Source: an optimization exercise on an open RTL-to-GDS flow (aim: small area). Production flows keep margins and buffers that such runs may drop.
At most, simulation tests tie the RTL to the original design; equivalence was not proved.
Power figures rest on the tool's default switching activity, not on a simulated workload.

== job 876 ==
==> flow/design.v (excerpt) <==
module mem_gate_top (
  input  wire               clk,
  input  wire               rst,
  input  logic [163:0]      req_i,          
  output logic [163:0]      req_o,          
  input  logic [73:0]       resp_i,         
  output logic [73:0]       resp_o,         
  input  logic              attr_we_i,      
  input  logic [mem_gate_pkg::PAGE_W-1:0] attr_page_i,
  input  logic [28:0]       attr_i          
);
Size in the first run: roughly 5700 cells after synthesis, ~2600 flip-flops, roughly 510 I/O pins, ~92000 um^2 of cells after synthesis.
Settings: LEC_CHECK=0, CAP_MARGIN=20, CORE_MARGIN=2, CORE_UTILIZATION=40, PLACE_DENSITY=0.6, SLEW_MARGIN=20; clock period 5.0 ns.
standard.sh (not shown) runs the stock make flow with config.mk's settings and CLKGATE_MAP_FILE= SYNTH_SCRIPT=/design/flow/synth_recipe.tcl, a recipe that flattens the netlist after the stock synthesis.
==> flow/flow/run.sh <==
#!/bin/bash
set -euo pipefail
export BUFFER_PORTS_ARGS="-buffer_cell sky130_fd_sc_hd__buf_1"
export CTS_ARGS="-sink_clustering_enable -repair_clock_nets -dont_use_dummy_load -sink_clustering_size 28 -sink_clustering_max_diameter 60 -buf_list {sky130_fd_sc_hd__clkbuf_16}"
bash standard.sh > standard.log 2>&1
Modified inputs, job 2869 compared to job 876
# job 876
export LEC_CHECK = 0
export CAP_MARGIN = 20
export CORE_MARGIN = 2
export CORE_UTILIZATION = 40
export PLACE_DENSITY = 0.6
export SLEW_MARGIN = 20
create_clock -name core_clock -period 5.0 [get_ports {clk}]
# job 2869
export LEC_CHECK = 0
export CAP_MARGIN = 20
export CORE_MARGIN = 2
export CORE_UTILIZATION = 50
export PLACE_DENSITY = 0.7
export SLEW_MARGIN = 20
create_clock -name core_clock -period 5.0 [get_ports {clk}]
==> flow/flow/run.sh <==
#!/bin/bash
set -euo pipefail
export BUFFER_PORTS_ARGS="-buffer_cell sky130_fd_sc_hd__buf_1"
export CTS_ARGS="-sink_clustering_enable -repair_clock_nets -dont_use_dummy_load -sink_clustering_size 32 -sink_clustering_max_diameter 72 -buf_list {sky130_fd_sc_hd__clkbuf_16}"
bash standard.sh > standard.log 2>&1
Results
For post-route non-filler standard cell count, dividing the value from job 876 by the value from job 2869 gives 1.08.
Job 876 → job 2869: proportion of power drawn by combinational gates now larger; maximum clock frequency now smaller; final worst setup slack now smaller; post-layout instance area now smaller.
Wire length of the first global-routing pass (job 2869 over job 876): decrease, 3.4%
Relative to job 2869, the following input files were edited for job 3397:
# job 2869
export LEC_CHECK = 0
export CAP_MARGIN = 20
export CORE_MARGIN = 2
export CORE_UTILIZATION = 50
export PLACE_DENSITY = 0.7
export SLEW_MARGIN = 20
create_clock -name core_clock -period 5.0 [get_ports {clk}]
# job 3397
export LEC_CHECK = 0
export CAP_MARGIN = 20
export CORE_MARGIN = 2
export CORE_UTILIZATION = 56
export PLACE_DENSITY = 0.74
export SLEW_MARGIN = 20
create_clock -name core_clock -period 5.0 [get_ports {clk}]
==> flow/flow/run.sh <==
#!/bin/bash
set -euo pipefail
export BUFFER_PORTS_ARGS="-buffer_cell sky130_fd_sc_hd__buf_1"
export CTS_ARGS="-sink_clustering_enable -repair_clock_nets -dont_use_dummy_load -sink_clustering_size 18 -sink_clustering_max_diameter 45 -sink_clustering_buffer sky130_fd_sc_hd__clkbuf_8 -buf_list {sky130_fd_sc_hd__clkbuf_8 sky130_fd_sc_hd__clkbuf_16}"
bash standard.sh > standard.log 2>&1
Findings:
- Shortest period the worst path allows ends up lower on job 3397.
- Job 3397 vs. job 2869: half-perimeter wire length after detailed placement went down by 4.1%.
- Wire length, job 2869 and job 3397, higher one = job 2869.
- The via count on job 3397 is in line with that on job 2869.
- Job 3397 against job 2869: fraction of final layout cells sized beyond drive strength 1 has increased; buffer count excluding the clock tree in the final layout has increased; final weighted congestion of routability-driven global placement has decreased; total power has increased; via count normalized by instance count has increased.

mem_gate_top again, from the RTL that the note above started with.
Settings: LEC_CHECK=0, CAP_MARGIN=20, CORE_MARGIN=2, CORE_UTILIZATION=50, PLACE_DENSITY=0.7, SLEW_MARGIN=20; clock period 5.0 ns.
==> flow/flow/run.sh <==
#!/bin/bash
set -euo pipefail
export BUFFER_PORTS_ARGS="-buffer_cell sky130_fd_sc_hd__buf_1"
export CTS_ARGS="-sink_clustering_enable -repair_clock_nets -dont_use_dummy_load -sink_clustering_size 18 -sink_clustering_max_diameter 45 -sink_clustering_buffer sky130_fd_sc_hd__clkbuf_8 -buf_list {sky130_fd_sc_hd__clkbuf_8 sky130_fd_sc_hd__clkbuf_16}"
bash standard.sh > standard.log 2>&1
Rerun with:
==> flow/flow/run.sh (replaced) <==
#!/bin/bash
set -euo pipefail
export BUFFER_PORTS_ARGS="-buffer_cell sky130_fd_sc_hd__buf_1"
export CTS_ARGS="-sink_clustering_enable -repair_clock_nets -dont_use_dummy_load -sink_clustering_size 28 -sink_clustering_max_diameter 60 -buf_list {sky130_fd_sc_hd__clkbuf_16}"
bash standard.sh > standard.log 2>&1
CAP_MARGIN = 10   (was 20)
CORE_UTILIZATION = 40   (was 50)
GPL_TIMING_DRIVEN = 0   (was not set)
PLACE_DENSITY = 0.6   (was 0.7)
SLEW_MARGIN = 10   (was 20)
What happened:
- The changed run reached the layout checks and failed them: max-capacitance violations, max-slew violations, negative setup slack
- clock-buffer cell count is lower by 65
- setup slack loses 1.3 ns
- cell count goes up by 10%
- combinational power rose by about 23%
- die area came out higher by about 25%
- global-route usage shrinks by 0.78 points
- routed wire length goes up by 23%
Rerun with:
CAP_MARGIN = 20   (was 10)
CORE_UTILIZATION = 50   (was 40)
GPL_TIMING_DRIVEN = not set   (was 0)
PLACE_DENSITY = 0.7   (was 0.6)
SLEW_MARGIN = 20   (was 10)
What happened: The changed run finished clean. Critical path depth decreases by 1. Utilization increases by 9.8 points. Final cell count decreases by roughly a tenth. Wire length decreases by about a fifth. Setup slack gains 1.2 ns. Cell area decreases by a few percent. First-iteration DRC count decreases slightly. Clock skew decreases by 0.043 ns. Maximum frequency increases by a quarter to a third. Synthesized area does not change.
Rerun with:
--- a/flow/flow/run.sh
+++ b/flow/flow/run.sh
@@ -2,0 +3 @@
+export REMOVE_ABC_BUFFERS=1
CAP_MARGIN = 10   (was 20)
CORE_UTILIZATION = 40   (was 50)
GPL_TIMING_DRIVEN = 0   (was not set)
PLACE_DENSITY = 0.6   (was 0.7)
SLEW_MARGIN = 10   (was 20)
After rerunning: Via count shrinks by 0.57%; flip-flop and latch count stays the same; setup slack got worse by 0.58 ns; non-clock buffer count is lower by 21; worst hold slack degrades by 0.023 ns; core utilization falls by 8.9 points; critical path depth went up by 1; clock skew went up by 0.048 ns; synthesized cell count stays the same.
Rerun with:
--- a/flow/flow/run.sh
+++ b/flow/flow/run.sh
@@ -3 +2,0 @@
-export REMOVE_ABC_BUFFERS=1
GPL_TIMING_DRIVEN = not set   (was 0)
Result:
- Now the flow completed, yet does not pass: max-slew violations
- global-route usage decreases by 0.55 points
- wire length falls by about 1.8%
- sequential share of layout area increases by 2.5 points

== main ==
mem_gate_top, a different RTL version from the one above (not shown whole).
Size in the first run: about 6,500 cells after synthesis, about 510 I/O pins, ~95,000 µm² of cells after synthesis.
make LEC_CHECK=0 CAP_MARGIN=20 CORE_MARGIN=2 CORE_UTILIZATION=65 CTS_BUF_LIST='sky130_fd_sc_hd__clkbuf_4 sky130_fd_sc_hd__clkbuf_8' PLACE_DENSITY=0.75 SLEW_MARGIN=20 finish   # period 5.0 ns
run.sh (not shown) runs the stock make flow with config.mk's settings and CLKGATE_MAP_FILE= SYNTH_SCRIPT=/design/flow/synth_recipe.tcl, a recipe that flattens the netlist after the stock synthesis.
Stock flow here: none of the scripts above is used.
main: full flow OK, the timing, design-rule and antenna checks passed
Setup changes, main to the feature branch
Settings: PLACE_DENSITY now 0.6, was 0.75; CTS_BUF_LIST no longer set, was sky130_fd_sc_hd__clkbuf_4 sky130_fd_sc_hd__clkbuf_8; CORE_UTILIZATION now 40, was 65.
Results
- Compared with main, in the feature branch amount of wire on met3 after detailed routing went down; total length of routed wires saw an increase; critical path required time has decreased.
- Delta (the feature branch minus main): fraction of standard cell area that is sequential shows a reduction of 1.4 points, fraction of synthesis flops using an asynchronous set or reset pin roughly the same.
- Measured against main, the clock-buffer cell count of the feature branch comes out at 0.65 times the reference value.
- Between the feature branch and main, it is the feature branch whose slew of the pin with the lowest slew margin is lower, by 0.12 ns.
Function was not checked in any run of this note: the RTL went through the layout flow alone.

-- afterwards: timing with drivers on the ports --
No port has a modelled driver above. Below, the same layouts with a new extraction and two added sets of constraints.
Step 1 assumes that a clkbuf_16 drives the clock port and a buf_2 every other input.
Step 2 adds t to the input delays and takes it off the output delays; t is the mean of the earliest and latest rising clock arrival at the registers after step 1. Input paths then give back, and output paths get back, about the clock's delay inside the block.
a / b / c = ideal / step 1 / step 2; a / b = the first two.
| run | shift t [ns] | setup slack, ns | worst slew at a driven data input, ns | pins driven straight from the clock port |
|---|---|---|---|---|
| job 876 | 0.935 | 0.798 / 0.798 / 0.186 | 0.19 | 1 |
| job 2869 | 0.891 | 0.785 / 0.785 / 0.285 | 0.13 | 1 |
| job 3397 | 0.899 | 0.849 / 0.849 / 0.347 | 0.10 | 1 |
| the first run of note 2 | 0.889 | 0.750 / 0.750 / 0.243 | 0.13 | 1 |
| the second run of note 2 | 0.929 | -0.504 / -0.506 / -1.435 | 0.19 | 1 |
| the third run of note 2 | 0.900 | 0.739 / 0.739 / 0.363 | 0.13 | 1 |
| the fourth run of note 2 | 0.910 | 0.158 / 0.158 / -0.354 | 0.27 | 1 |
| the fifth run of note 2 | 0.923 | 0.856 / 0.856 / 0.243 | 0.18 | 1 |
| main | 1.130 | 0.217 / 0.185 / -0.945 | 0.14 | 1 |
| the feature branch | 1.018 | 0.181 / 0.248 / -0.770 | 0.15 | 1 |
Met with ideal ports but missed after step 2: setup timing in the fourth run of note 2, main and the feature branch. The setup slack of main, which loses most, moves by -0.032 ns with the drivers and by -1.162 ns with both steps.
